Source: an optimization exercise on an open RTL-to-GDS flow (aim: small area and a short achievable clock period). Production flows keep margins and buffers that such runs may drop. No run shown here included a check of the RTL's function; only the layout flow was run. Power figures rest on the tool's default switching activity, not on a simulated workload.

File: run.sh
#!/bin/bash
# synth_recipe.tcl (not shown) runs the flow's synth.tcl, then flattens the netlist and writes it again
# the make line also repeats each setting of config.mk as NAME=value (left out here)
make -C /OpenROAD-flow-scripts/flow DESIGN_CONFIG=/design/flow/config.mk WORK_HOME=/design/flow/orfs CLKGATE_MAP_FILE= SYNTH_SCRIPT=/design/flow/synth_recipe.tcl finish
File: config.mk
export PLATFORM = sky130hd
export DESIGN_NAME = exec_stage
export DESIGN_NICKNAME = exec_stage
export VERILOG_FILES = /design/flow/design.v
export SDC_FILE = /design/flow/constraint.sdc
export NUM_CORES = 4
export LEC_CHECK = 0
export CAP_MARGIN = 20
export CORE_MARGIN = 2
export CORE_UTILIZATION = 25
export SLEW_MARGIN = 20
File: constraint.sdc
create_clock -name core_clock -period 4.5 [get_ports {clk}]
set_input_delay 0.9000 -clock core_clock [delete_from_list [all_inputs] [get_ports {clk}]]
set_output_delay 0.9000 -clock core_clock [all_outputs]
set_load 0.01 [all_outputs]
File: design.v
package exec_pkg;
    typedef logic [32-1:0] word_t;     
    typedef logic [5-1:0] shamt_t;   
    typedef enum logic [4:0] {
        ALU_PA   = 5'd0,     
        ALU_PB   = 5'd1,     
        ALU_ADD  = 5'd2,
        ALU_SUB  = 5'd3,
        ALU_SUBU = 5'd4,
        ALU_OR   = 5'd5,
        ALU_AND  = 5'd6,
        ALU_XOR  = 5'd7,
        ALU_NOR  = 5'd8,
        ALU_SLT  = 5'd9,     
        ALU_SLTU = 5'd10,    
        ALU_SLL  = 5'd11,
        ALU_SRL  = 5'd12,
        ALU_SRA  = 5'd13,
        ALU_NOP  = 5'd14
    } alu_op_t;
    typedef enum logic [1:0] {
        A_RS   = 2'd0,       
        A_LINK = 2'd1,       
        A_EXT  = 2'd2,       
        A_SPC  = 2'd3        
    } src_a_t;
    typedef enum logic [1:0] {
        B_RT  = 2'd0,        
        B_EXT = 2'd1         
    } src_b_t;
    typedef enum logic [1:0] {
        FWD_NONE = 2'd0,     
        FWD_ALU  = 2'd1,     
        FWD_MEM  = 2'd2      
    } fwd_t;
    typedef logic [11-1:0] ctrl_t;
endpackage
module alu_logic (
    input  exec_pkg::word_t    a_i,
    input  exec_pkg::word_t    b_i,
    input  exec_pkg::ctrl_t    ctrl_i,
    output exec_pkg::word_t    y_o
);
    localparam int W = 32;
    logic [W:0]      sum;
    exec_pkg::word_t logic_y;
    logic            lt_u;
    logic            lt_s;
    logic            lt;
    logic [3:0]      lut;
    assign sum = {1'b0, a_i} + {1'b0, b_i} + {{W{1'b0}}, ctrl_i[5]};
    assign lt_u = ~sum[W];
    assign lt_s = (a_i[W-1] == b_i[W-1]) ? a_i[W-1] : sum[W-1];
    assign lt   = ctrl_i[7] ? lt_s : lt_u;
    assign lut = ctrl_i[3:0];
    for (genvar i = 0; i < W; i++)
    begin : g_logic
        assign logic_y[i] = lut[{a_i[i], b_i[i]}];
    end
    assign y_o = logic_y
               | (sum[W-1:0] & {W{ctrl_i[4]}})
               | {{(W-1){1'b0}}, lt & ctrl_i[6]};
endmodule
module barrel_shifter (
    input  exec_pkg::word_t    value_i,
    input  exec_pkg::shamt_t   amount_i,
    input  exec_pkg::ctrl_t    ctrl_i,
    output exec_pkg::word_t    y_o
);
    localparam int W      = 32;
    localparam int LEVELS = 5;
    exec_pkg::shamt_t rot;
    logic             fill;
    logic             rot_zero;
    exec_pkg::word_t  level [0:LEVELS];
    exec_pkg::word_t  keep;
    assign rot      = ctrl_i[9] ? exec_pkg::shamt_t'(-amount_i) : amount_i;
    assign rot_zero = (amount_i == '0);
    assign fill     = ctrl_i[10] & value_i[W-1];    
    assign level[0] = value_i;
    for (genvar i = 0; i < LEVELS; i++)
    begin : g_level
        localparam int STEP = 1 << i;
        assign level[i+1] = rot[i] ? {level[i][STEP-1:0], level[i][W-1:STEP]}
                                   : level[i];
    end
    for (genvar i = 0; i < W; i++)
    begin : g_mask
        assign keep[i] = rot_zero | ((32'(rot) + i >= W) == ctrl_i[9]);
        assign y_o[i]  = ctrl_i[8] & (keep[i] ? level[LEVELS][i] : fill);
    end
endmodule
module operand_select (
    input  logic               clk,
    input  logic               rst,
    input  logic               valid_i,
    input  exec_pkg::alu_op_t  alu_op_i,
    input  exec_pkg::src_a_t   src_a_i,
    input  exec_pkg::src_b_t   src_b_i,
    input  exec_pkg::fwd_t     fwd_a_i,
    input  exec_pkg::fwd_t     fwd_b_i,
    input  exec_pkg::fwd_t     fwd_st_i,
    input  logic               spc_clr_i,
    input  exec_pkg::word_t    rs_i,
    input  exec_pkg::word_t    rt_i,
    input  exec_pkg::word_t    ext_i,
    input  exec_pkg::word_t    pc_i,
    input  exec_pkg::word_t    fw_alu_i,
    input  exec_pkg::word_t    fw_mem_i,
    output logic               valid_o,
    output exec_pkg::ctrl_t    ctrl_o,
    output exec_pkg::word_t    a_o,
    output exec_pkg::word_t    b_o,
    output exec_pkg::word_t    store_o,
    output exec_pkg::word_t    spc_o
);
    exec_pkg::word_t rs_fwd;
    exec_pkg::word_t rt_fwd;
    exec_pkg::word_t st_fwd;
    exec_pkg::word_t link_addr;
    exec_pkg::word_t a_sel;
    exec_pkg::word_t b_sel;
    exec_pkg::ctrl_t ctrl;
    function automatic exec_pkg::word_t fwd_pick(exec_pkg::fwd_t sel, exec_pkg::word_t reg_val,
                                       exec_pkg::word_t alu_val, exec_pkg::word_t mem_val);
        fwd_pick = sel[1] ? mem_val : (sel[0] ? alu_val : reg_val);
    endfunction
    assign rs_fwd = fwd_pick(fwd_a_i, rs_i, fw_alu_i, fw_mem_i);
    assign rt_fwd = fwd_pick(fwd_b_i, rt_i, fw_alu_i, fw_mem_i);
    assign st_fwd = fwd_pick(fwd_st_i, rt_i, fw_alu_i, fw_mem_i);
    assign link_addr = pc_i + exec_pkg::word_t'(4);    
    always_comb
    begin
        case (src_a_i)
            exec_pkg::A_LINK:  a_sel = link_addr;
            exec_pkg::A_EXT:   a_sel = ext_i;
            exec_pkg::A_SPC:   a_sel = spc_o;      
            default: a_sel = rs_fwd;
        endcase
    end
    assign b_sel = src_b_i[0] ? ext_i : rt_fwd;
    always_comb
    begin
        ctrl = '0;
        case (alu_op_i)
            exec_pkg::ALU_PA:   ctrl[3:0] = 4'b1100;
            exec_pkg::ALU_PB:   ctrl[3:0] = 4'b1010;
            exec_pkg::ALU_ADD:  ctrl[4] = 1'b1;
            exec_pkg::ALU_SUB,
            exec_pkg::ALU_SUBU: begin ctrl[4] = 1'b1; ctrl[5] = 1'b1; end
            exec_pkg::ALU_OR:   ctrl[3:0] = 4'b1110;
            exec_pkg::ALU_AND:  ctrl[3:0] = 4'b1000;
            exec_pkg::ALU_XOR:  ctrl[3:0] = 4'b0110;
            exec_pkg::ALU_NOR:  ctrl[3:0] = 4'b0001;
            exec_pkg::ALU_SLT:  begin ctrl[6] = 1'b1; ctrl[7] = 1'b1; ctrl[5] = 1'b1; end
            exec_pkg::ALU_SLTU: begin ctrl[6] = 1'b1; ctrl[5] = 1'b1; end
            exec_pkg::ALU_SLL:  begin ctrl[8] = 1'b1; ctrl[9] = 1'b1; end
            exec_pkg::ALU_SRL:  ctrl[8] = 1'b1;
            exec_pkg::ALU_SRA:  begin ctrl[8] = 1'b1; ctrl[10] = 1'b1; end
            default: ;           
        endcase
    end
    always_ff @(posedge clk)
    begin
        if (!rst)
            spc_o <= '0;
        else if (spc_clr_i)
            spc_o <= '0;
        else if (valid_i)
            spc_o <= pc_i;
    end
    always_ff @(posedge clk)
    begin
        if (!rst)
            valid_o <= 1'b0;
        else
            valid_o <= valid_i;
    end
    always_ff @(posedge clk)
    begin
        ctrl_o  <= ctrl;
        a_o     <= a_sel;
        b_o     <= b_sel ^ {32{ctrl[5]}};
        store_o <= st_fwd;
    end
endmodule
module result_stage (
    input  logic               clk,
    input  logic               rst,
    input  logic               valid_i,
    input  exec_pkg::ctrl_t    ctrl_i,
    input  exec_pkg::word_t    a_i,
    input  exec_pkg::word_t    b_i,
    input  exec_pkg::word_t    store_i,
    output logic               valid_o,
    output exec_pkg::word_t    result_o,
    output exec_pkg::word_t    store_data_o
);
    exec_pkg::word_t alu_y;
    exec_pkg::word_t shift_y;
    alu_logic i_alu (
        .a_i    (a_i),
        .b_i    (b_i),
        .ctrl_i (ctrl_i),
        .y_o    (alu_y)
    );
    barrel_shifter i_shifter (
        .value_i  (b_i),
        .amount_i (a_i[5-1:0]),
        .ctrl_i   (ctrl_i),
        .y_o      (shift_y)
    );
    always_ff @(posedge clk)
    begin
        if (!rst)
            valid_o <= 1'b0;
        else
            valid_o <= valid_i;
    end
    always_ff @(posedge clk)
    begin
        result_o     <= alu_y | shift_y;     
        store_data_o <= store_i;
    end
endmodule
module exec_stage (
    input  logic               clk,
    input  logic               rst,
    input  logic               valid_i,
    input  exec_pkg::alu_op_t  alu_op_i,
    input  exec_pkg::src_a_t   src_a_i,
    input  exec_pkg::src_b_t   src_b_i,
    input  exec_pkg::fwd_t     fwd_a_i,
    input  exec_pkg::fwd_t     fwd_b_i,
    input  exec_pkg::fwd_t     fwd_st_i,
    input  logic               spc_clr_i,
    input  exec_pkg::word_t    rs_i,
    input  exec_pkg::word_t    rt_i,
    input  exec_pkg::word_t    ext_i,
    input  exec_pkg::word_t    pc_i,
    input  exec_pkg::word_t    fw_alu_i,
    input  exec_pkg::word_t    fw_mem_i,
    output logic               valid_o,
    output exec_pkg::word_t    result_o,
    output exec_pkg::word_t    store_data_o,
    output exec_pkg::word_t    spc_o
);
    logic    op_valid;
    exec_pkg::ctrl_t   op_ctrl;
    exec_pkg::word_t   op_a;
    exec_pkg::word_t   op_b;
    exec_pkg::word_t   op_store;
    operand_select i_operand_select (
        .clk       (clk),
        .rst       (rst),
        .valid_i   (valid_i),
        .alu_op_i  (alu_op_i),
        .src_a_i   (src_a_i),
        .src_b_i   (src_b_i),
        .fwd_a_i   (fwd_a_i),
        .fwd_b_i   (fwd_b_i),
        .fwd_st_i  (fwd_st_i),
        .spc_clr_i (spc_clr_i),
        .rs_i      (rs_i),
        .rt_i      (rt_i),
        .ext_i     (ext_i),
        .pc_i      (pc_i),
        .fw_alu_i  (fw_alu_i),
        .fw_mem_i  (fw_mem_i),
        .valid_o   (op_valid),
        .ctrl_o    (op_ctrl),
        .a_o       (op_a),
        .b_o       (op_b),
        .store_o   (op_store),
        .spc_o     (spc_o)
    );
    result_stage i_result_stage (
        .clk          (clk),
        .rst          (rst),
        .valid_i      (op_valid),
        .ctrl_i       (op_ctrl),
        .a_i          (op_a),
        .b_i          (op_b),
        .store_i      (op_store),
        .valid_o      (valid_o),
        .result_o     (result_o),
        .store_data_o (store_data_o)
    );
endmodule
==> results of run 1 <==
-- cells in the mapped netlist, drive strengths merged (4+ instances only) --
cell	n	area share, %
mux2i	208	14
dfxtp	205	28
nand2	179	4.6
o21ai	143	4.9
nor2	132	3.4
a21oi	100	3.4
mux4	96	15
clkbuf	87	2.2
xor2	57	3.5
ha	37	3.2
buf	35	1.1
xnor2	34	2.1
nand3	30	1.0
inv	23	0.59
a21o	21	1.1
nor3	20	0.69
a221o	16	1.1
a22oi	15	0.77
a211oi	12	0.62
and2	12	0.52
nand4	12	0.52
a31oi	10	0.43
and3	10	0.43
nand2b	10	0.43
mux2	8	0.65
o211ai	7	0.36
o21a	7	0.36
o31ai	6	0.40
a211o	5	0.30
and4	5	0.30
o21bai	5	0.26
o22ai	5	0.22
nor3b	4	0.21
or3	4	0.17
-- cell usage in the layout, fill, tap and decap left out, types with 30 or more instances in the layout --
| master | instances |
|---|---|
| nand2_1 | 179 |
| clkdlybuf4s50_1 | 296 |
| o21ai_0 | 139 |
| buf_4 | 39 |
| mux4_2 | 96 |
| ha_1 | 37 |
| dfxtp_1 | 204 |
| a21oi_1 | 99 |
| mux2i_1 | 207 |
| xnor2_1 | 32 |
| nand3_1 | 30 |
| xor2_1 | 55 |
| nor2_1 | 131 |
-- logic make-up (layout without fill, tap and decap cells) --
kind of cell / after synthesis / count (layout) / share of synthesized area (%)
xor gates and xnor gates: 91 / 91 / 5.64
adders and majority gates: 39 / 39 / 3.46
DFF: 205 / 205 / 28.2
AOI/OAI and AO/OA: 379 / 379 / 16.0
other: 0 / 1 / 0
buffers and inverters: 145 / 416 / 3.98
and+or+nand+nor: 429 / 429 / 12.8
muxes: 312 / 312 / 29.9
-- power by group --
group / leakage [nW] / internal [mW] / switching (mW)
sequential: 1.71 / 2.01 / 0.202
combinational: 5.61 / 1.18 / 1.42
clock: 0.484 / 1.43 / 0.943
-- worst register-to-register path: stages, from the launching register on --
cell      delay [ns]
dfxtp_1         0.59
fa_1            0.32
inv_1           0.07
fa_1            0.38
nand2b_1        0.20
a21oi_1         0.28
o31ai_1         0.16
buf_4           0.17
a211oi_1        0.55
nor3b_1         0.24
o31ai_1         0.33
xor2_1          0.11
a221o_1         0.35
-- layout make-up --
cell class	count	area, sq um	share of cell area [%]
Multi-Input combinational cell	1250	9870	51.2
Sequential cell	205	4110	21.3
Timing Repair Buffer	342	3290	17.0
Tap cell	765	957	4.96
Clock buffer	37	805	4.17
Clock inverter	14	183	0.946
Inverter	23	86.3	0.447
Antenna cell	1	2.50	0.0130
-- routing by layer --
layer,vias up,track usage [%]
li1,6384,-
met1,6587,25.9
met2,561,31.2
met3,73,5.35
met4,6,4.73
met5,-,0
-- worst min path at each step --
stage                                               from                                      end  slack (ns)  cells past startpoint
detailed placement  i_operand_select.store_o[17]$_DFF_P_  i_result_stage.store_data_o[17]$_DFF_P_        0.31                      0
global route        i_operand_select.store_o[31]$_DFF_P_  i_result_stage.store_data_o[31]$_DFF_P_        0.33                      0
global placement    i_operand_select.store_o[18]$_DFF_P_  i_result_stage.store_data_o[18]$_DFF_P_        0.31                      0
finish              i_operand_select.store_o[27]$_DFF_P_  i_result_stage.store_data_o[27]$_DFF_P_        0.32                      0
CTS                 i_operand_select.store_o[27]$_DFF_P_  i_result_stage.store_data_o[27]$_DFF_P_        0.33                      0
floorplan            i_operand_select.store_o[0]$_DFF_P_   i_result_stage.store_data_o[0]$_DFF_P_        0.31                      0
-- metrics by stage --
step | hold slack, ns | util (%) | instances | total power [mW]
3_5_place_dp | 0.312 | 31.8 | 2585 | 4.82
4_1_cts | 0.325 | 33.5 | 2636 | 7.23
2_1_floorplan | 0.310 | - | 1600 | 3.75
6_report | 0.325 | 33.5 | 2637 | 7.19
5_1_grt | 0.334 | 33.5 | 2636 | 7.55
3_3_place_gp | 0.310 | 31.8 | 2585 | 4.81
-- sequential cells by signal (all words and copies together) (netlist names) --
signal	flops
i_operand_select.a_o	32
i_operand_select.b_o	32
i_operand_select.ctrl_o	11
i_operand_select.spc_o	32
i_operand_select.store_o	32
i_operand_select.valid_o	1
i_result_stage.result_o	32
i_result_stage.store_data_o	32
i_result_stage.valid_o	1
==> notes.md, run 1 <==
Setup Viol. Count Final 0; ys flop type dfxtp_1; WP depth 12; I/O pins 308; fin. max-slew vios 0; Skew-Pair Late Insertion Delay 0.60 ns; clk root buf clkbuf_16; EDFF count, synth 0; Max FO, Critical Path 6; setup TNS 0 ns; number of buffers added on ports between 300 and 400; DR DRC count 0; synthesized area per cell slightly above 9 sq um; Syn Inst Count between 1500 and 2000; DR top layer met5; Core ar. 57600 sq um; die height between 200 and 250 um; cells on worst reg2reg path 12; Initial Util between 20% and 30%; PnR worst setup slack roughly 0.62 ns; Max transition margin approximately a quarter; area of the die approximately 60000 sq um; die width 245 um; FF-to-FF Start i_operand_select.b_o[0]$_DFF_P_; DP HPWL roughly 47000 um; postcts setup bufs 0; TritonCTS clock tree yes; Via density 5.16; Worst R2R Setup Slack ~0.62 ns; placed cell area approximately 18000 sq um; Synth Register Bits between 200 and 250; ratio of cells with drive above 1 in the final layout between 10% and 20%; Fin. Hold Viols 0; crit path from i_operand_select.b_o[0]$_DFF_P_; part of the Yosys area used for sequential elements around 28%; Post-Syn Nets 1850; RSZ-0062 raised after global routing no; DR WL met3 around 5300 um; via count roughly 14000; Final Skew between 0.04 and 0.05 ns; area grow syn2layout 32.8%; final antenna-violating net count 0; Critical Path End i_result_stage.result_o[28]$_DFF_P_; cts repair resizes 0; Synth cell types 69; Core Rows 88; P_leak 7.80 nW; vias in the first global route between 10000 and 15000; async set-reset flop share out of synthesis 0%; wire length on met2 between 20000 and 30000 um; Place WS between 0.6 and 0.7 ns; hold crit path type reg2reg; Worst IR Drop VDD a little under 300 uV; Slowest-stage cell, CP dfxtp_1; wire length of the first global-routing pass 89500 um; Buffers & Inverters on Critical Path 2; worst-path cell chain fa_1 > inv_1 > fa_1 > nand2b_1 > a21oi_1 > o31ai_1 > buf_4 > a211oi_1 > nor3b_1 > o31ai_1 > xor2_1 > a221o_1; min cycle time layout just under 4 ns; Max-cap violations 0; Setup crit start kind register; crit share post-route 86.2%; Worst EP arrival ~4.3 ns; slowest stage delay, CP 0.59 ns; initial antenna violation count 5; RR Endpoint i_result_stage.result_o[28]$_DFF_P_; Tot GR Track Use 19.5%; Worst Path Class, Setup reg2reg; Max Freq 258 MHz; Starting DRT DRC Count roughly 1100; critical path endpoint category register; Post-Route WL between 50000 and 60000 um; crit-path leading delay family compound AO/OA/AOI/OAI gates; hold buffers post-CTS 0; Fillers approximately 5900; largest net degree at the start of global routing 65; grt ovf 0; WL met1 between 20000 and 30000 um; CTS buffer count 28; TritonRoute pass-1 iters 5; clock buffer depth 3; clock-pin slew on the worst setup and hold paths around 0.06 ns; Wirelength per Cell roughly 23 um; Nets 2100; routability cong. 0.929; H-tree Lvls 1; outcome no timing/DRC/antenna violations; Sink Count 205; Yosys warning count 4; Least-Margin Pin Slew 1.12 ns; CP Data Required Time between 4 and 5 ns; power density over cell area about 370 nW/um^2; fin area ~19000 sq um; Post-Syn Area between 10000 and 15000 sq um
==> inputs of run 2 (changes only) <==
--- a/design.v
+++ b/design.v
@@ -42,5 +42,6 @@
     output exec_pkg::word_t    y_o
 );
-    localparam int W = 32;
+    localparam int W     = 32;
+    localparam int LOG_W = $clog2(W);
     logic [W:0]      sum;
     exec_pkg::word_t logic_y;
@@ -49,5 +50,32 @@
     logic            lt;
     logic [3:0]      lut;
-    assign sum = {1'b0, a_i} + {1'b0, b_i} + {{W{1'b0}}, ctrl_i[5]};
+    logic [W-1:0] p;
+    logic [W-1:0] g;
+    logic [W-1:0] gp [0:LOG_W];      
+    logic [W-1:0] pp [0:LOG_W];      
+    assign p = a_i ^ b_i;
+    assign g = {a_i[W-1:1] & b_i[W-1:1],
+                (a_i[0] & b_i[0]) | (p[0] & ctrl_i[5])};
+    assign gp[0] = g;
+    assign pp[0] = p;
+    for (genvar l = 0; l < LOG_W; l++)
+    begin : g_pfx
+        for (genvar i = 0; i < W; i++)
+        begin : g_bit
+            if ((i >> l) & 1)
+            begin : g_op
+                localparam int J = ((i >> l) << l) - 1;
+                assign gp[l+1][i] = gp[l][i] | (pp[l][i] & gp[l][J]);
+                assign pp[l+1][i] = pp[l][i] & pp[l][J];
+            end
+            else
+            begin : g_pass
+                assign gp[l+1][i] = gp[l][i];
+                assign pp[l+1][i] = pp[l][i];
+            end
+        end
+    end
+    assign sum[0]   = p[0] ^ ctrl_i[5];
+    assign sum[W:1] = {gp[LOG_W][W-1], p[W-1:1] ^ gp[LOG_W][W-2:0]};
     assign lt_u = ~sum[W];
     assign lt_s = (a_i[W-1] == b_i[W-1]) ? a_i[W-1] : sum[W-1];
@@ -75,5 +103,5 @@
     exec_pkg::word_t  level [0:LEVELS];
     exec_pkg::word_t  keep;
-    assign rot      = ctrl_i[9] ? exec_pkg::shamt_t'(-amount_i) : amount_i;
+    assign rot      = amount_i;
     assign rot_zero = (amount_i == '0);
     assign fill     = ctrl_i[10] & value_i[W-1];    
@@ -115,6 +143,4 @@
     output exec_pkg::word_t    spc_o
 );
-    exec_pkg::word_t rs_fwd;
-    exec_pkg::word_t rt_fwd;
     exec_pkg::word_t st_fwd;
     exec_pkg::word_t link_addr;
@@ -122,22 +148,40 @@
     exec_pkg::word_t b_sel;
     exec_pkg::ctrl_t ctrl;
-    function automatic exec_pkg::word_t fwd_pick(exec_pkg::fwd_t sel, exec_pkg::word_t reg_val,
-                                       exec_pkg::word_t alu_val, exec_pkg::word_t mem_val);
-        fwd_pick = sel[1] ? mem_val : (sel[0] ? alu_val : reg_val);
-    endfunction
-    assign rs_fwd = fwd_pick(fwd_a_i, rs_i, fw_alu_i, fw_mem_i);
-    assign rt_fwd = fwd_pick(fwd_b_i, rt_i, fw_alu_i, fw_mem_i);
-    assign st_fwd = fwd_pick(fwd_st_i, rt_i, fw_alu_i, fw_mem_i);
-    assign link_addr = pc_i + exec_pkg::word_t'(4);    
-    always_comb
-    begin
-        case (src_a_i)
-            exec_pkg::A_LINK:  a_sel = link_addr;
-            exec_pkg::A_EXT:   a_sel = ext_i;
-            exec_pkg::A_SPC:   a_sel = spc_o;      
-            default: a_sel = rs_fwd;
-        endcase
-    end
-    assign b_sel = src_b_i[0] ? ext_i : rt_fwd;
+    logic a_rs, a_fa, a_fm, a_link, a_ext, a_spc;
+    logic b_rt, b_fa, b_fm, b_ext;
+    logic s_rt, s_fa, s_fm;
+    assign a_rs   = (src_a_i == exec_pkg::A_RS) & (fwd_a_i == exec_pkg::FWD_NONE);
+    assign a_fa   = (src_a_i == exec_pkg::A_RS) & (fwd_a_i == exec_pkg::FWD_ALU);
+    assign a_fm   = (src_a_i == exec_pkg::A_RS) & fwd_a_i[1];
+    assign a_link = (src_a_i == exec_pkg::A_LINK);
+    assign a_ext  = (src_a_i == exec_pkg::A_EXT);
+    assign a_spc  = (src_a_i == exec_pkg::A_SPC);
+    assign b_rt   = ~src_b_i[0] & (fwd_b_i == exec_pkg::FWD_NONE);
+    assign b_fa   = ~src_b_i[0] & (fwd_b_i == exec_pkg::FWD_ALU);
+    assign b_fm   = ~src_b_i[0] & fwd_b_i[1];
+    assign b_ext  = src_b_i[0];
+    assign s_rt   = (fwd_st_i == exec_pkg::FWD_NONE);
+    assign s_fa   = (fwd_st_i == exec_pkg::FWD_ALU);
+    assign s_fm   = fwd_st_i[1];
+    exec_pkg::word_t carry;      
+    assign carry[2:0] = 3'b100;
+    for (genvar i = 3; i < 32; i++)
+    begin : g_inc
+        assign carry[i] = &pc_i[i-1:2];
+    end
+    assign link_addr = pc_i ^ carry;     
+    assign a_sel = ({32{a_rs}}   & rs_i)
+                 | ({32{a_fa}}   & fw_alu_i)
+                 | ({32{a_fm}}   & fw_mem_i)
+                 | ({32{a_link}} & link_addr)
+                 | ({32{a_ext}}  & ext_i)
+                 | ({32{a_spc}}  & spc_o);     
+    assign b_sel = ({32{b_rt}}  & rt_i)
+                 | ({32{b_fa}}  & fw_alu_i)
+                 | ({32{b_fm}}  & fw_mem_i)
+                 | ({32{b_ext}} & ext_i);
+    assign st_fwd = ({32{s_rt}} & rt_i)
+                  | ({32{s_fa}} & fw_alu_i)
+                  | ({32{s_fm}} & fw_mem_i);
     always_comb
     begin
@@ -180,5 +224,7 @@
     begin
         ctrl_o  <= ctrl;
-        a_o     <= a_sel;
+        a_o     <= {a_sel[32-1:5],
+                    ctrl[9] ? exec_pkg::shamt_t'(-a_sel[5-1:0])
+                                          : a_sel[5-1:0]};
         b_o     <= b_sel ^ {32{ctrl[5]}};
         store_o <= st_fwd;
--- a/config.mk
+++ b/config.mk
@@ -8,4 +8,4 @@
 export CAP_MARGIN = 20
 export CORE_MARGIN = 2
-export CORE_UTILIZATION = 25
+export CORE_UTILIZATION = 50
 export SLEW_MARGIN = 20
==> notes.md, run 2 <==
TritonCTS clock tree yes; Max-cap violations 0 (unchanged); synthesized area per cell 8.18 sq um (-10%); DR DRC count 0 (unchanged); die width 174 um (-29%); Post-Syn Area 14500 sq um (-0.39%); wire length of the first global-routing pass 86700 um (-3.1%); most common cell after layout, fill and taps aside clkdlybuf4s50_1; area of the die 30300 sq um (-50%); area of the multi-input gates 9650 sq um (-2.2%); async set-reset flop share out of synthesis 0% (unchanged); Tot GR Track Use 36.8% (+17 points); Place WS 0.502 ns (-0.147 ns); Skew-Pair Late Insertion Delay 0.53 ns (-0.07 ns); CP Data Required Time 4.91 ns (-0.04 ns); Starting DRT DRC Count 1770 (+63%); min cycle time layout 3.73 ns (-0.144 ns); Yosys warning count 7 (+3); Max Freq 268 MHz (+3.9%); fin cells 2392 (-9.3%); grt ovf 0 (unchanged); Core ar. 28600 sq um (-50%); initial antenna violation count 3 (-2); hold buffers post-CTS 0 (unchanged); Post-Syn Nets 2026 (+9.5%); P_leak 7.23 nW (-7.4%); Synth Register Bits 205 (unchanged); area leader, netlist dfxtp_1; Setup crit start kind register; Wirelength per Cell 23.9 um (+5.1%); postcts setup bufs 0 (unchanged); Max FO, Critical Path 6 (unchanged); Sink Count 205 (unchanged); Least-Margin Pin Slew 1.09 ns (-0.0264 ns); top cells by count, synth nand2_1, dfxtp_1, nor2_1, a21oi_1, o21ai_0; H-tree Lvls 1 (unchanged); fin area 18600 sq um (-3.8%); Initial Util 50.6% (+25 points); DP HPWL 42900 um (-9.1%); Synth cell types 71 (+2.9%); EDFF count, synth 0 (unchanged); largest net degree at the start of global routing 71 (+9.2%); hold crit path type reg2reg; Via density 6.31 (+22%); Final Skew 0.0206 ns (-0.0215 ns); Synth top area share 28.3% (+0.11 points); Reg area 4110 sq um (+0.15%); ys flop type dfxtp_1; Core Rows 62 (-30%); Worst EP arrival 4.14 ns (-0.19 ns); vias in the first global route 14400 (+5.6%); Post-Route WL 57200 um (-4.7%); area grow syn2layout 28.3%; crit share post-route 83.0% (-3.2 points); clk root buf clkbuf_16; placed cell area 17700 sq um (-3.3%); Syn Inst Count 1770 (+11%); Max transition margin 27.3% (+1.8 points); Setup Viol. Count Final 0 (unchanged); top-count cell post-synth nand2_1; RSZ-0062 raised after global routing no; setup TNS 0 ns (unchanged); Fin. Hold Viols 0 (unchanged); number of buffers added on ports 306 (unchanged); outcome no timing/DRC/antenna violations; worst-path cell chain fa_1 > inv_1 > fa_1 > nand2b_1 > a211oi_1 > o21ai_1 > a21oi_1 > o21ai_0 > a21oi_1 > o21ai_0 > a31o_2; routability cong. 0.968 (+4.3%); critical path endpoint category register; die height 174 um (-29%); ranking of synthesized cells by area dfxtp_1, mux4_2, mux2i_1, nand2_1, a21oi_1; fin. max-slew vios 0 (unchanged); part of the Yosys area used for sequential elements 28.3% (+0.11 points); dpl cells 2350 (-9.1%); ratio of cells with drive above 1 in the final layout 9.97% (-1.5 points); clock buffer depth 3 (unchanged); via count 15100 (+11%); power density over cell area 367 nW/um^2 (-1.6%); Fillers 2441 (-59%); I/O pins 308 (unchanged); final antenna-violating net count 0 (unchanged); Slowest-stage cell, CP dfxtp_1; PnR worst setup slack 0.767 ns (+0.144 ns); cts repair resizes 0 (unchanged); clock-pin slew on the worst setup and hold paths 0.06 ns (about the same); Worst Path Class, Setup reg2reg; Worst IR Drop VDD 310 uV (+7.0%); slowest stage delay, CP 0.47 ns (-0.12 ns); Nets 2248 (+7.0%); most frequent cells in the layout clkdlybuf4s50_1, nand2_1, nor2_1; TritonRoute pass-1 iters 6 (+1); CTS buffer count 24 (-14%)
-- run 2: cell count changes after synthesis, moves of 38 or more --
| cell | before | now |
|---|---|---|
| a21oi_1 | 100 | 157 |
| a221oi_1 | 3 | 57 |
| mux2i_1 | 207 | 101 |
| nand2_1 | 179 | 249 |
| nor2_1 | 132 | 201 |
| xor2_1 | 55 | 17 |
-- run 2: worst paths after layout --
path,from,to,slack [ns],cells past startpoint
worst max-delay path,i_operand_select.b_o[0]$_DFF_P_,i_result_stage.result_o[0]$_DFF_P_,0.77,11
worst min-delay path,i_operand_select.store_o[26]$_DFF_P_,i_result_stage.store_data_o[26]$_DFF_P_,0.32,0
worst max register to register,i_operand_select.b_o[0]$_DFF_P_,i_result_stage.result_o[0]$_DFF_P_,0.77,11
worst min register to register,i_operand_select.store_o[26]$_DFF_P_,i_result_stage.store_data_o[26]$_DFF_P_,0.32,0
-- run 2: per-stage QoR --
step / hold slack (ns) / total power, mW / util (%)
floorplan: 0.310 / 3.70 / -
global placement: 0.310 / 4.60 / 61.8
detailed placement: 0.312 / 4.64 / 61.8
CTS: 0.323 / 6.79 / 64.9
global route: 0.327 / 7.10 / 64.9
finish: 0.324 / 6.81 / 64.9
-- run 2: worst max-delay path: cells and delay by family, from the launching register on --
| family | cells | cell delay, ns |
|---|---|---|
| flops | 1 | 0.47 |
| simple gates | 1 | 0.21 |
| compound gates | 7 | 2.27 |
| buf+inv | 1 | 0.05 |
| fa+ha+maj | 2 | 0.63 |
-- run 2: power by group --
part | internal, mW | switching, mW | total (mW)
logic | 1.12 | 1.35 | 2.47
registers | 2.01 | 0.185 | 2.19
clock network | 1.36 | 0.793 | 2.15
-- run 2: cell families (layout without fill, tap and decap cells) --
| logic type | Yosys count | in the layout | share of synthesized area (%) |
|---|---|---|---|
| xor+xnor | 77 | 77 | 4.66 |
| fa+ha+maj | 45 | 45 | 4.20 |
| flops | 205 | 205 | 28.3 |
| mux | 197 | 197 | 19.9 |
| buf+inv | 184 | 421 | 5.18 |
| compound gates | 491 | 491 | 21.0 |
| other cells | 0 | 1 | 0 |
| simple gates | 571 | 571 | 16.8 |
-- run 2: layout make-up --
cell class / count / area share [%]
Sequential cell: 205 / 22.1
Clock inverter: 12 / 1.06
Timing Repair Buffer: 344 / 17.9
Inverter: 36 / 0.727
Antenna cell: 1 / 0.0135
Multi-Input combinational cell: 1381 / 52.0
Clock buffer: 29 / 3.66
Tap cell: 384 / 2.59
-- run 2: per-layer routing --
| layer | routed length [um] | global-route usage (%) | part of all wire (%) |
|---|---|---|---|
| met1 | 22100 | 46.3 | 39 |
| met2 | 26300 | 60.4 | 46 |
| met3 | 5720 | 7.79 | 10 |
| met4 | 3050 | 16.8 | 5.3 |
| met5 | 13 | 0 | 0.023 |
==> inputs of run 3 (changes only) <==
==> flow/run.sh (new file) <==
#!/bin/bash
cp standard.sh standard_copy.sh.txt
cp synth_recipe.tcl synth_recipe_copy.tcl.txt
export BUFFER_PORTS_ARGS="-buffer_cell sky130_fd_sc_hd__buf_1"
bash standard.sh > standard.log 2>&1
==> standard.sh (new file) <==
#!/bin/bash
# synth_recipe.tcl (not shown) runs the flow's synth.tcl, then flattens the netlist and writes it again
# the make line also repeats each setting of config.mk as NAME=value (left out here)
make -C /OpenROAD-flow-scripts/flow DESIGN_CONFIG=/design/flow/config.mk WORK_HOME=/design/flow/orfs CLKGATE_MAP_FILE= SYNTH_SCRIPT=/design/flow/synth_recipe.tcl "${@:-finish}"
removed: run.sh
==> notes.md, run 3 <==
outcome no timing/DRC/antenna violations; postcts setup bufs 0 (unchanged); part of the Yosys area used for sequential elements 28.3% (unchanged); Setup crit start kind register; via count 14800 (-1.7%); Least-Margin Pin Slew 0.955 ns (-0.136 ns); EDFF count, synth 0 (unchanged); Nets 2250 (+0.089%); antenna diode count 0 (-1); area grow syn2layout 14.6%; min cycle time layout 3.66 ns (-0.0730 ns); die height 174 um (unchanged); area leader, netlist dfxtp_1; Core Rows 62 (unchanged); Synth top area share 28.3% (unchanged); slowest stage delay, CP 0.49 ns (+0.02 ns); Tot GR Track Use 35.1% (-1.6 points); critical path endpoint category register; Synth Register Bits 205 (unchanged); synthesized area per cell 8.18 sq um (unchanged); Initial Util 50.6% (unchanged); CTS buffer count 23 (-4.2%); Worst EP arrival 4.07 ns (-0.07 ns); P_leak 6.39 nW (-12%); most frequent cells in the layout buf_1, nand2_1, nor2_1; Synth cell types 71 (unchanged); Skew-Pair Late Insertion Delay 0.52 ns (about the same); Core ar. 28600 sq um (unchanged); fin area 16600 sq um (-11%); Max Freq 273 MHz (+2.0%); CP Data Required Time 4.91 ns (about the same); hold crit path type reg2reg; largest net degree at the start of global routing 71 (unchanged); ys flop type dfxtp_1; Yosys warning count 7 (unchanged); vias in the first global route 13800 (-4.2%); top cells by count, synth nand2_1, dfxtp_1, nor2_1, a21oi_1, o21ai_0; Final Skew 0.0109 ns (-0.00970 ns); routability cong. 0.966 (-0.27%); die width 174 um (unchanged); Starting DRT DRC Count 1504 (-15%); cts repair resizes 0 (unchanged); TritonRoute pass-1 iters 7 (+1); Post-Syn Area 14500 sq um (unchanged); Place WS 0.942 ns (+0.440 ns); Wirelength per Cell 22.9 um (-4.2%); wire length of the first global-routing pass 83000 um (-4.3%); fin. max-slew vios 0 (unchanged); Worst IR Drop VDD 386 uV (+25%); clock buffer depth 3 (unchanged); number of buffers added on ports 306 (unchanged); worst-path cell chain fa_1 > inv_1 > fa_1 > nand2b_1 > a211oi_1 > o21ai_1 > a21oi_1 > o21ai_0 > a21oi_1 > o21ai_0 > a31o_2; most common cell after layout, fill and taps aside buf_1; ratio of cells with drive above 1 in the final layout 9.91% (-0.060 points); hold buffers post-CTS 0 (unchanged); Max-cap violations 0 (unchanged); setup TNS 0 ns (unchanged); Via density 6.20 (-1.7%); Worst Path Class, Setup reg2reg; final antenna-violating net count 0 (unchanged); crit share post-route 81.3% (-1.6 points); DR DRC count 0 (unchanged); PnR worst setup slack 0.840 ns (+0.0730 ns); placed cell area 15900 sq um (-10%); async set-reset flop share out of synthesis 0% (unchanged); clock-pin slew on the worst setup and hold paths 0.06 ns (about the same); Max transition margin 36.3% (+9.1 points); RSZ-0062 raised after global routing no; Fin. Hold Viols 0 (unchanged); Post-Route WL 54800 um (-4.1%); H-tree Lvls 1 (unchanged); Max FO, Critical Path 6 (unchanged); Syn Inst Count 1770 (unchanged); DP HPWL 41400 um (-3.6%); Sink Count 205 (unchanged); grt ovf 0 (unchanged); Post-Syn Nets 2026 (unchanged); Slowest-stage cell, CP dfxtp_1; TritonCTS clock tree yes; Setup Viol. Count Final 0 (unchanged); minimum hold slack 0.325 ns (+0.000855 ns); top-count cell post-synth nand2_1; power density over cell area 377 nW/um^2 (+2.7%); ranking of synthesized cells by area dfxtp_1, mux4_2, mux2i_1, nand2_1, a21oi_1; initial antenna violation count 2 (-1); area of the die 30300 sq um (unchanged); clk root buf clkbuf_16; I/O pins 308 (unchanged)
## run 3: cell counts after synthesis
No cell type changed its count.
## run 3: per-stage QoR
| stage | util, % | cells | total power [mW] |
|---|---|---|---|
| floorplan | - | 1770 | 3.70 |
| global placement | 55.4 | 2352 | 4.38 |
| detailed placement | 55.4 | 2352 | 4.41 |
| CTS | 57.9 | 2392 | 6.23 |
| global route | 58.0 | 2393 | 6.56 |
| finish | 58.0 | 2393 | 6.25 |
## run 3: cell type report
| type | count | area [sq um] |
|---|---|---|
| clock buffers | 30 | 632 |
| clock inverters | 10 | 90.1 |
| flip-flops and latches | 205 | 4110 |
| fillers | 2678 | 12000 |
| well taps | 384 | 480 |
| repair buffers | 347 | 1490 |
| inverters | 36 | 135 |
| multi-input cells | 1381 | 9650 |
## run 3: per-layer routing
layer	GRT usage (%)	vias up	wire length (um)
li1	-	6877	-
met1	46.6	7040	22100
met2	57.5	785	25400
met3	7.00	122	5300
met4	11.4	2	1990
met5	0	-	13
## run 3: logic make-up (layout without fill, tap and decap cells)
family | Yosys count | count (layout) | share of synthesized area (%)
buffers and inverters | 184 | 423 | 5.18
muxes | 197 | 197 | 19.9
and+or+nand+nor | 571 | 571 | 16.8
DFF | 205 | 205 | 28.3
xor gates and xnor gates | 77 | 77 | 4.66
adders and majority gates | 45 | 45 | 4.20
AOI/OAI and AO/OA | 491 | 491 | 21.0
## run 3: worst paths after layout
check                                                           from  slack [ns]  cells past startpoint                                 endpoint
worst max-delay path                 i_operand_select.b_o[0]$_DFF_P_        0.84                     11       i_result_stage.result_o[0]$_DFF_P_
worst max register to register       i_operand_select.b_o[0]$_DFF_P_        0.84                     11       i_result_stage.result_o[0]$_DFF_P_
worst min-delay path            i_operand_select.store_o[11]$_DFF_P_        0.33                      0  i_result_stage.store_data_o[11]$_DFF_P_
worst min register to register  i_operand_select.store_o[11]$_DFF_P_        0.33                      0  i_result_stage.store_data_o[11]$_DFF_P_
## run 3: where the power goes
group	internal, mW	switching, mW	total, mW
registers	2.01	0.185	2.19
clock network	1.05	0.775	1.82
logic	0.900	1.33	2.23
total	3.96	2.29	6.25
## run 3: critical path, delay by kind of cell, from the launching register on
kind	cells	cell delay (ns)
AND/OR/NAND/NOR	1	0.21
buffers and inverters	1	0.05
flip-flops	1	0.49
adder cells (fa/ha/maj)	2	0.63
AO/OA/AOI/OAI	7	2.19
==> inputs of run 4 (changes only) <==
--- a/config.mk
+++ b/config.mk
@@ -9,3 +9,4 @@
 export CORE_MARGIN = 2
 export CORE_UTILIZATION = 50
+export SETUP_SLACK_MARGIN = 1.5
 export SLEW_MARGIN = 20
==> notes.md, run 4 <==
die width 174 um (unchanged); crit path from i_operand_select.a_o[0]$_DFF_P_; Final Skew 0.0100 ns (-0.000851 ns); ys flop type dfxtp_1; Worst path most repeated cell o21ai_0; Setup crit start kind register; min cycle time layout 2.88 ns (-0.775 ns); Worst EP arrival 3.29 ns (-0.78 ns); via count 14900 (+0.57%); Post-Route WL 55000 um (+0.34%); vias in the first global route 13900 (+0.45%); final antenna-violating net count 0 (unchanged); Skew-Pair Late Insertion Delay 0.52 ns (about the same); DR DRC count 0 (unchanged); Worst R2R Setup Slack 1.62 ns (+0.78 ns); Sink Count 205 (unchanged); Slowest-stage cell, CP mux2_2; TritonCTS clock tree yes; area grow syn2layout 15.7%; clk root buf clkbuf_16; met2 Use GR 57.8% (+0.25 points); EDFF count, synth 0 (unchanged); Most Used Layer, Global Route met2; Via density 6.21 (+0.24%); TritonRoute pass-1 iters 6 (-1); Post-Syn Nets 2026 (unchanged); antenna diode count 0 (unchanged); met3 usage 7.06% (+0.066 points); Tot GR Track Use 35.2% (+0.056 points); P_leak 6.45 nW (+0.90%); synthesized area per cell 8.18 sq um (unchanged); placed cell area 15900 sq um (unchanged); Wirelength per Cell 22.9 um (about the same); routability cong. 0.966 (unchanged); fin area 16800 sq um (+1.0%); critical path endpoint category register; met1 Use GR 46.4% (-0.12 points); power density over cell area 376 nW/um^2 (-0.17%); Core ar. 28600 sq um (unchanged); Yosys warning count 7 (unchanged); clock buffer depth 3 (unchanged); RSZ-0062 raised after global routing yes; Core Rows 62 (unchanged); worst-path cell chain buf_12 > mux2_2 > mux2i_1 > o21ai_0 > o21ai_0 > nand2_1 > a221o_1 > a31o_2; most common cell after layout, fill and taps aside buf_1; fin. max-slew vios 0 (unchanged); clock-pin slew on the worst setup and hold paths 0.06 ns (about the same); FF-to-FF Start i_operand_select.a_o[0]$_DFF_P_; NetSw 2.31 mW (+1.0%); Worst IR Drop VDD 385 uV (-0.36%); fin cells 2401 (+0.33%); Max transition margin 37.0% (+0.69 points); Max-cap violations 0 (unchanged); Nets 2258 (+0.36%); Fin. Hold Viols 0 (unchanged); Worst Path Class, Setup reg2reg; CTS buffer count 23 (unchanged); switching share of total power 36.7% (+0.060 points); Setup Viol. Count Final 0 (unchanged); Comb pwr share 36.3% (+0.6 points); minimum hold slack 0.325 ns (+0.0000900 ns); share of total power in sequential cells 34.8% (-0.3 points); worst hold stages 0 (unchanged); Worst Hold End i_result_stage.store_data_o[11]$_DFF_P_; top-count cell post-synth nand2_1; ratio of cells with drive above 1 in the final layout 11.2% (+1.2 points); Synth top area share 28.3% (unchanged); hold crit path type reg2reg; dpl cells 2352 (unchanged); wire length of the first global-routing pass 83100 um (+0.17%); most frequent cells in the layout buf_1, nand2_1, nor2_1; Buffers & Inverters on Critical Path 1 (unchanged); cells on worst reg2reg path 8 (-3); async set-reset flop share out of synthesis 0% (unchanged); Synth cell types 71 (unchanged); Starting DRT DRC Count 1364 (-9.3%); setup TNS 0 ns (unchanged); initial antenna violation count 2 (unchanged); I/O pins 308 (unchanged); Least-Margin Pin Slew 0.945 ns (-0.0104 ns); Initial Util 50.6% (unchanged); die height 174 um (unchanged); CP Data Required Time 4.91 ns (about the same); Clock Power Share 28.9% (-0.3 points); H-tree Lvls 1 (unchanged); Syn Inst Count 1770 (unchanged); part of the Yosys area used for sequential elements 28.3% (unchanged); number of buffers added on ports 306 (unchanged); Hold Path Origin i_operand_select.store_o[11]$_DFF_P_; area leader, netlist dfxtp_1; ranking of synthesized cells by area dfxtp_1, mux4_2, mux2i_1, nand2_1, a21oi_1; slowest stage delay, CP 0.40 ns (-0.09 ns); Pint 3.99 mW (+0.75%); post-layout util 58.6% (+0.59 points); grt ovf 0 (unchanged); largest net degree at the start of global routing 71 (unchanged); Max FO, Critical Path 55 (+49); Max Freq 347 MHz (+27%); crit-path leading delay family compound AO/OA/AOI/OAI gates; Synth Register Bits 205 (unchanged); RR Endpoint i_result_stage.result_o[0]$_DFF_P_; DP HPWL 41400 um (unchanged); area of the die 30300 sq um (unchanged); Post-Syn Area 14500 sq um (unchanged); outcome no timing/DRC/antenna violations; top cells by count, synth nand2_1, dfxtp_1, nor2_1, a21oi_1, o21ai_0; crit share post-route 64.1% (-17 points)
==> run 4: changes by cell type in the layout (fill, tap and decap cells not counted), moves of 2 or more <==
cell / delta
dfxtp_1: -2
a21oi_2: +6
nor4_1: -2
o21ai_0: -3
nor4_2: +2
a21oi_1: -7
buf_4: +6
a211oi_1: -2
o21ai_1: +2
==> run 4: per-layer routing <==
metal | part of all wire, % | routed length (um)
met4 | 3.8 | 2090
met2 | 46 | 25400
met3 | 9.7 | 5330
met5 | 0.024 | 13
met1 | 40 | 22200
==> run 4: layout make-up <==
| class | count | area, sq um |
|---|---|---|
| clock buffers | 30 | 632 |
| clock inverters | 10 | 90.1 |
| fillers | 2652 | 11900 |
| inverters | 36 | 135 |
| multi-input cells | 1381 | 9740 |
| flip-flops and latches | 205 | 4120 |
| well taps | 384 | 480 |
| repair buffers | 355 | 1570 |
==> run 4: stage by stage <==
stage,setup slack (ns),power (mW)
2_1_floorplan,1.54,3.70
3_3_place_gp,0.930,4.38
3_5_place_dp,0.942,4.41
4_1_cts,1.43,6.25
5_1_grt,1.47,6.62
6_report,1.62,6.30
==> run 4: kinds of logic after synthesis <==
logic type      synth area share, %
buf+inv                        5.18
flops                          28.3
xor+xnor                       4.66
fa+ha+maj                      4.20
mux                            19.9
compound gates                 21.0
simple gates                   16.8
==> run 4: what timing repair did <==
action | 4_1_cts | 5_1_grt
pin swaps | 2 | 6
resized for setup | 9 | 20
hold buffers | 0 | 0
setup endpoints to repair | 19 | 25
setup buffers | 2 | 6
==> run 4: worst max path at each step <==
| stage | end | cells after the start |
|---|---|---|
| after floorplan | i_result_stage.result_o[26]$_DFF_P_ | 13 |
| after global placement | i_operand_select.a_o[31]$_DFF_P_ | 10 |
| after detailed placement | i_operand_select.a_o[31]$_DFF_P_ | 10 |
| after CTS | i_result_stage.result_o[0]$_DFF_P_ | 11 |
| after global routing | i_result_stage.result_o[0]$_DFF_P_ | 8 |
| final | i_result_stage.result_o[0]$_DFF_P_ | 8 |
==> run 4: power by group through the flow <==
stage	clock, mW	combinational, mW	sequential, mW
after floorplan	0	1.51	2.19
after global routing	1.92	2.48	2.22
after CTS	1.85	2.20	2.19
after global placement	0	2.15	2.23
after detailed placement	0	2.18	2.23
final	1.82	2.28	2.20
==> inputs of run 5 (changes only) <==
--- a/config.mk
+++ b/config.mk
@@ -6,7 +6,8 @@
 export NUM_CORES = 4
 export LEC_CHECK = 0
+export ABC_CLOCK_PERIOD_IN_PS = 2300
 export CAP_MARGIN = 20
 export CORE_MARGIN = 2
 export CORE_UTILIZATION = 50
-export SETUP_SLACK_MARGIN = 1.5
+export SETUP_SLACK_MARGIN = 2.2
 export SLEW_MARGIN = 20
==> notes.md, run 5 <==
outcome no timing/DRC/antenna violations; H-tree Lvls 1 (unchanged); Worst IR Drop VDD 286 uV (-26%); CTS buffer count 23 (unchanged); Fin. Hold Viols 0 (unchanged); Synth top area share 28.3% (unchanged); top-count cell post-synth nand2_1; Core ar. 28600 sq um (unchanged); ratio of cells with drive above 1 in the final layout 18.3% (+7.2 points); number of buffers added on ports 306 (unchanged); Max Freq 364 MHz (+4.9%); power density over cell area 378 nW/um^2 (+0.54%); critical path endpoint category register; Yosys warning count 7 (unchanged); Sink Count 205 (unchanged); area leader, netlist dfxtp_1; fin. max-slew vios 0 (unchanged); Max-cap violations 0 (unchanged); post-layout util 62.9% (+4.3 points); Worst EP arrival 3.15 ns (-0.14 ns); met2 Use GR 58.6% (+0.86 points); final antenna-violating net count 0 (unchanged); Slowest-stage cell, CP dfxtp_4; slowest stage delay, CP 0.38 ns (-0.02 ns); async set-reset flop share out of synthesis 0% (unchanged); Comb pwr share 38.2% (+1.9 points); Synth Register Bits 205 (unchanged); initial antenna violation count 2 (unchanged); vias in the first global route 14300 (+3.2%); EDFF count, synth 0 (unchanged); RSZ-0062 raised after global routing yes; Core Rows 62 (unchanged); clock buffer depth 3 (unchanged); grt ovf 0 (unchanged); hold crit path type reg2reg; ranking of synthesized cells by area dfxtp_1, mux4_2, mux2i_1, nand2_1, a21oi_1; top cells by count, synth nand2_1, dfxtp_1, nor2_1, a21oi_1, o21ai_0; Synth cell types 71 (unchanged); Worst Path Class, Setup reg2reg; setup TNS 0 ns (unchanged); die height 174 um (unchanged); most common cell after layout, fill and taps aside buf_1; Initial Util 50.6% (unchanged); Clock Power Share 29.2% (+0.3 points); DP HPWL 40800 um (-1.4%); share of total power in sequential cells 32.6% (-2.2 points); Max transition margin 28.7% (-8.3 points); largest net degree at the start of global routing 71 (unchanged); most frequent cells in the layout buf_1, nand2_1, nor2_1; Tot GR Track Use 36.0% (+0.86 points); NetSw 2.44 mW (+5.3%); ys flop type dfxtp_1; Pint 4.37 mW (+9.6%); Post-Route WL 56300 um (+2.4%); Wirelength per Cell 23.1 um (+0.71%); wire length of the first global-routing pass 85400 um (+2.7%); Post-Syn Nets 2026 (unchanged); part of the Yosys area used for sequential elements 28.3% (unchanged); Skew-Pair Late Insertion Delay 0.52 ns (about the same); Via density 6.21 (about the same); Least-Margin Pin Slew 1.07 ns (+0.125 ns); min cycle time layout 2.75 ns (-0.134 ns); met1 Use GR 48.4% (+2.0 points); clk root buf clkbuf_16; die width 174 um (unchanged); area grow syn2layout 24.3%; worst-path cell chain fa_2 > inv_2 > fa_2 > nand2b_4 > a211oi_4 > o21ai_4 > a21oi_4 > buf_4 > o21ai_2 > nand2b_1 > xor2_1 > a221o_1; Setup crit start kind register; CP Data Required Time 4.90 ns (about the same); met3 usage 6.43% (-0.63 points); area of the die 30300 sq um (unchanged); Worst path most repeated cell fa_2; Post-Syn Area 14500 sq um (unchanged); Setup Viol. Count Final 0 (unchanged); Max FO, Critical Path 4 (-93%); synthesized area per cell 8.18 sq um (unchanged); Syn Inst Count 1770 (unchanged); TritonCTS clock tree yes; Starting DRT DRC Count 1604 (+18%); TritonRoute pass-1 iters 6 (unchanged); routability cong. 0.973 (+0.77%); P_leak 6.92 nW (+7.3%); Nets 2298 (+1.8%); DR DRC count 0 (unchanged); Most Used Layer, Global Route met2; crit share post-route 61.1% (-3.0 points); via count 15200 (+1.7%); switching share of total power 35.8% (-0.93 points); clock-pin slew on the worst setup and hold paths 0.06 ns (about the same); Final Skew 0.0149 ns (+0.00491 ns); I/O pins 308 (unchanged)
==> run 5: cell types whose count changed in the layout (fill, tap and decap cells not counted), sizes merged, moves of 2 or more <==
cell,before,now
diode,0,2
bufinv,1,4
clkbuf,37,40
bufbuf,0,2
inv,37,35
buf,348,384
clkinv,5,1
==> run 5: power by group through the flow <==
stage | clock [mW] | sequential [mW] | combinational [mW]
6_report | 1.99 | 2.22 | 2.60
5_1_grt | 2.09 | 2.24 | 2.79
3_3_place_gp | 0 | 2.25 | 2.15
4_1_cts | 2.02 | 2.21 | 2.38
3_5_place_dp | 0 | 2.25 | 2.16
2_1_floorplan | 0 | 2.20 | 1.54
==> run 5: cell families (layout without fill, tap and decap cells) <==
family / Yosys count / count (layout) / share of synthesized area [%]
compound gates: 491 / 491 / 21.0
xor+xnor: 77 / 77 / 4.66
fa+ha+maj: 45 / 45 / 4.20
buf+inv: 184 / 469 / 5.18
flops: 205 / 205 / 28.3
mux: 197 / 197 / 19.9
other cells: 0 / 2 / 0
simple gates: 571 / 572 / 16.8
==> run 5: timing repair <==
item / in CTS / in global routing
pin swaps: 31 / 43
endpoints found under the setup margin: 68 / 69
gates resized for setup: 91 / 118
buffers inserted: 33 / 14
hold buffers: 0 / 0
hold endpoints to repair: 0 / 0
gates cloned: 6 / 2
==> run 5: per-layer routing <==
metal	share of wire, %	routed length (um)
met5	0	0
met4	3.7	2070
met3	9.4	5320
met2	47	26200
met1	40	22700
==> run 5: worst max-delay path: cells and delay by family (launching register included) <==
| kind | cells | cell delay (ns) |
|---|---|---|
| AO/OA/AOI/OAI | 5 | 1.15 |
| AND/OR/NAND/NOR | 2 | 0.27 |
| flip-flops | 1 | 0.38 |
| adder cells (fa/ha/maj) | 2 | 0.57 |
| XOR/XNOR | 1 | 0.06 |
| buffers and inverters | 2 | 0.21 |
==> run 5: cell type report <==
cell class,count,area (sq um)
Antenna cell,2,5.00
Clock buffer,32,649
Clock inverter,7,144
Fill cell,2578,10600
Inverter,36,146
Multi-Input combinational cell,1382,10300
Sequential cell,205,4140
Tap cell,384,480
Timing Repair Buffer,394,2150
==> run 5: path summary, 6_finish.rpt <==
path	to	depth (start not counted)	slack (ns)	from
max reg2reg	i_result_stage.result_o[21]$_DFF_P_	12	1.75	i_operand_select.a_o[0]$_DFF_P_
min	i_result_stage.store_data_o[3]$_DFF_P_	0	0.32	i_operand_select.store_o[3]$_DFF_P_
max	i_result_stage.result_o[21]$_DFF_P_	12	1.75	i_operand_select.a_o[0]$_DFF_P_
min reg2reg	i_result_stage.store_data_o[3]$_DFF_P_	0	0.32	i_operand_select.store_o[3]$_DFF_P_
==> run 5: per-stage QoR <==
step | hold slack [ns] | power [mW] | area [sq um] | setup slack, ns | instances
2_1_floorplan | 0.310 | 3.74 | 14700 | 1.85 | 1770
3_3_place_gp | 0.311 | 4.40 | 15900 | 1.01 | 2346
3_5_place_dp | 0.312 | 4.42 | 15900 | 0.972 | 2346
4_1_cts | 0.322 | 6.60 | 17500 | 1.81 | 2424
5_1_grt | 0.328 | 7.12 | 18000 | 1.69 | 2442
6_report | 0.324 | 6.81 | 18000 | 1.75 | 2442
==> inputs of run 6 (changes only) <==
==> flow/run.sh (replaced) <==
#!/bin/bash
# The standard layout with two changes:
#  - Yosys's ABC step maps for area with the script in flow/area.abc
#    (registers, their names and cell types are untouched)
#  - every port gets the smallest buffer, sky130_fd_sc_hd__buf_1
# Each tool's output goes to a log file in this folder.
set -euo pipefail
HERE=$(pwd)

# synthesis script: the standard flow's, with the ABC script swapped
sed -e 's#^source \$::env(SCRIPTS_DIR)/synth_preamble.tcl$#&\nset abc_args [lreplace $abc_args 1 1 $::env(MY_ABC_SCRIPT)]#' \
    "$FLOW_HOME/scripts/synth.tcl" > my_synth_body.tcl
grep -q MY_ABC_SCRIPT my_synth_body.tcl
sed -e "s#^source \$::env(SCRIPTS_DIR)/synth.tcl\$#source $HERE/my_synth_body.tcl#" \
    synth_recipe.tcl > my_synth_recipe.tcl
grep -q my_synth_body my_synth_recipe.tcl

sed -e "s#SYNTH_SCRIPT=[^ ]*#SYNTH_SCRIPT=$HERE/my_synth_recipe.tcl#" standard.sh > my_standard.sh
grep -q my_synth_recipe my_standard.sh

export MY_ABC_SCRIPT="$HERE/flow/area.abc"
export BUFFER_PORTS_ARGS="-buffer_cell sky130_fd_sc_hd__buf_1"
bash my_standard.sh > flow.log 2>&1
==> flow/area.abc (new file) <==
strash
dch
amap
topo
stime -c
--- a/config.mk
+++ b/config.mk
@@ -6,8 +6,7 @@
 export NUM_CORES = 4
 export LEC_CHECK = 0
-export ABC_CLOCK_PERIOD_IN_PS = 2300
 export CAP_MARGIN = 20
 export CORE_MARGIN = 2
 export CORE_UTILIZATION = 50
-export SETUP_SLACK_MARGIN = 2.2
+export SETUP_SLACK_MARGIN = 1.5
 export SLEW_MARGIN = 20
==> notes.md, run 6 <==
TritonCTS clock tree yes; dpl cells 2158 (-8.0%); Wirelength per Cell 23.1 um (about the same); die height 158 um (-9.1%); Initial Util 50.9% (+0.28 points); Post-Syn Area 11900 sq um (-18%); placed cell area 13900 sq um (-13%); DR DRC count 0 (unchanged); Max FO, Critical Path 5 (+1); vias in the first global route 13200 (-8.0%); clk root buf clkbuf_16; Tot GR Track Use 39.7% (+3.7 points); Least-Margin Pin Slew 1.08 ns (+0.0108 ns); Design Power 6.19 mW (-9.0%); Clock Power Share 31.2% (+2.0 points); CP Data Required Time 4.92 ns (+0.02 ns); synthesized area per cell 7.99 sq um (-2.3%); area leader, netlist dfxtp_1; Worst IR Drop VDD 336 uV (+17%); min cycle time layout 3.54 ns (+0.790 ns); Post-Route WL 51200 um (-9.1%); Skew-Pair Late Insertion Delay 0.54 ns (+0.02 ns); hold buffers post-CTS 0 (unchanged); Synth cell types 47 (-34%); via count 14700 (-3.4%); I/O pins 308 (unchanged); fin cells 2218 (-9.2%); Max Freq 283 MHz (-22%); clock buffer depth 3 (unchanged); crit share post-route 78.7% (+18 points); Setup crit start kind register; P_leak 5.36 nW (-23%); die width 158 um (-9.1%); setup TNS 0 ns (unchanged); ranking of synthesized cells by area dfxtp_1, o22ai_1, clkinv_1, nor2_1, a221oi_1; post-layout util 65.0% (+2.1 points); Pint 3.93 mW (-10%); initial antenna violation count 2 (unchanged); clock-pin slew on the worst setup and hold paths 0.06 ns (about the same); Starting DRT DRC Count 2184 (+36%); part of the Yosys area used for sequential elements 34.5% (+6.1 points); DP HPWL 37500 um (-8.1%); Fin. Hold Viols 0 (unchanged); top-count cell post-synth dfxtp_1; Synth Register Bits 205 (unchanged); Nets 2137 (-7.0%); EDFF count, synth 0 (unchanged); Synth top area share 34.5% (+6.1 points); NetSw 2.26 mW (-7.2%); ys flop type dfxtp_1; ratio of cells with drive above 1 in the final layout 10.2% (-8.1 points); outcome no timing/DRC/antenna violations; number of buffers added on ports 306 (unchanged); fin area 15200 sq um (-16%); Final Skew 0.0139 ns (-0.00104 ns); minimum hold slack 0.323 ns (-0.00117 ns); top cells by count, synth dfxtp_1, clkinv_1, nor2_1, o22ai_1, nand2_1; final antenna-violating net count 0 (unchanged); Core ar. 23400 sq um (-18%); Max-cap violations 0 (unchanged); largest net degree at the start of global routing 46 (-35%); Worst R2R Setup Slack 0.96 ns (-0.79 ns); grt ovf 0 (unchanged); async set-reset flop share out of synthesis 0% (unchanged); Worst EP arrival 3.96 ns (+0.81 ns); Setup Viol. Count Final 0 (unchanged); Place WS 0.519 ns (-0.453 ns); share of total power in sequential cells 35.0% (+2.4 points); power density over cell area 407 nW/um^2 (+7.7%); Post-Syn Nets 1746 (-14%); CTS buffer count 23 (unchanged); PnR worst setup slack 0.960 ns (-0.790 ns); Max transition margin 27.8% (-0.89 points); TritonRoute pass-1 iters 6 (unchanged); most common cell after layout, fill and taps aside buf_1; Via density 6.61 (+6.4%); H-tree Lvls 1 (unchanged); wire length of the first global-routing pass 76400 um (-10%); switching share of total power 36.5% (+0.72 points); Yosys warning count 7 (unchanged); Worst Path Class, Setup reg2reg; most frequent cells in the layout buf_1, dfxtp_1, clkinv_1; critical path endpoint category register; Syn Inst Count 1490 (-16%); area grow syn2layout 27.7%; Comb pwr share 33.8% (-4.4 points); hold crit path type reg2reg; area of the die 25100 sq um (-17%); Sink Count 205 (unchanged); fin. max-slew vios 0 (unchanged); routability cong. 1.00 (+3.1%); Core Rows 56 (-9.7%); RSZ-0062 raised after global routing yes; Fillers 2131 (-17%)
[run 6: changes by cell type after synthesis, moves of 54 or more]
cell / change
a21oi_1: -76
clkbuf_1: -108
clkinv_1: +203
mux2i_1: -101
mux4_2: -69
nand2_1: -162
o21ai_0: -61
o22a_1: +54
o22ai_1: +126
xnor2_1: -58
[run 6: final timing paths]
kind | end | startpoint | cells past startpoint
setup / recovery | i_result_stage.result_o[29]$_DFF_P_ | i_operand_select.b_o[0]$_DFF_P_ | 18
hold / removal | i_result_stage.store_data_o[31]$_DFF_P_ | i_operand_select.store_o[31]$_DFF_P_ | 0
setup reg to reg | i_result_stage.result_o[29]$_DFF_P_ | i_operand_select.b_o[0]$_DFF_P_ | 18
hold reg to reg | i_result_stage.store_data_o[31]$_DFF_P_ | i_operand_select.store_o[31]$_DFF_P_ | 0
[run 6: area by class of cell]
class	count	area, sq um	share of cell area (%)
clock inverters	14	169	1.11
clock buffers	28	594	3.91
diodes	1	2.50	0.0165
inverters	203	791	5.20
flip-flops and latches	205	4120	27.1
multi-input cells	1082	7490	49.3
repair buffers	366	1640	10.8
well taps	319	399	2.62
[run 6: metal layers]
layer / GRT usage, % / part of all wire [%] / routed length [um] / vias to the layer above
li1: - / - / - / 6681
met1: 53.8 / 39 / 19900 / 6828
met2: 62.4 / 45 / 22800 / 977
met3: 6.70 / 11 / 5680 / 171
met4: 17.8 / 5.5 / 2800 / 0
met5: 0 / 0 / 0 / -
[run 6: power by group through the flow]
stage,sequential [mW],clock [mW],combinational [mW]
after global placement,2.19,0,1.84
after floorplan,2.26,0,1.12
after CTS,2.16,1.95,1.97
after detailed placement,2.20,0,1.87
final,2.17,1.93,2.09
after global routing,2.19,2.01,2.26
[run 6: logic make-up (layout without fill, tap and decap cells)]
| family | Yosys count | after routing | synth area share (%) |
|---|---|---|---|
| flip-flops | 205 | 205 | 34.5 |
| XOR/XNOR | 3 | 3 | 0.221 |
| adder cells (fa/ha/maj) | 45 | 45 | 5.11 |
| AND/OR/NAND/NOR | 364 | 364 | 13.0 |
| other | 0 | 1 | 0 |
| buffers and inverters | 203 | 611 | 6.40 |
| AO/OA/AOI/OAI | 670 | 670 | 40.8 |
[run 6: critical path: stages (launching register included)]
cell and delay, ns:
dfxtp_4 0.35, fa_2 0.38, clkinv_2 0.06, fa_2 0.23, nor2_4 0.05, a221oi_4 0.28
nor3_2 0.07, a2111oi_2 0.28, buf_4 0.21, nor3_4 0.04, nor4_2 0.17, buf_4 0.20
or4_4 0.16, nand2_4 0.06, clkinv_4 0.12, nor3_4 0.05, a211oi_2 0.18, a211oi_1 0.10
or4_1 0.46
[run 6: what timing repair did]
action / CTS / global route
hold endpoints to repair: 0 / 0
pin swaps: 11 / 22
gates resized for setup: 53 / 48
buffers inserted: 10 / 7
endpoints found under the setup margin: 30 / 38

## separate check: timing with driven ports
Ports are ideal in the flow. The routed layouts listed here were re-timed in OpenROAD.
Step 1 assumes that a clkbuf_16 drives the clock port and a buf_2 every other input.
Step 2, shift: input delay + t, output delay - t, t = (earliest + latest rising clock arrival at the registers) / 2. This alone moves slack from input paths to output paths.
Three values: ideal ports, drivers, drivers and shift; two values: the first two.
run	shift t [ns]	slack for setup (ns)	latest minus earliest clock arrival (ns)	worst register clock-pin slew, ns	worst data-port slew with drivers (ns)
run 1	0.641	0.623 / 0.623 / 0.623	0.042 / 0.042	0.06 / 0.06	0.10
run 2	0.575	0.767 / 0.767 / 0.457	0.023 / 0.023	0.07 / 0.07	0.11
run 3	0.564	0.840 / 0.840 / 0.840	0.020 / 0.020	0.06 / 0.06	0.10
run 4	0.563	1.615 / 1.615 / 1.159	0.020 / 0.020	0.06 / 0.06	0.11
run 5	0.568	1.750 / 1.750 / 1.528	0.017 / 0.017	0.06 / 0.06	0.12
run 6	0.586	0.960 / 0.960 / 0.960	0.016 / 0.016	0.06 / 0.06	0.11
After both steps every run listed still meets setup and hold. For run 4, which loses most, drivers alone change the setup slack by 0.000 ns; drivers and shift together by -0.456 ns.
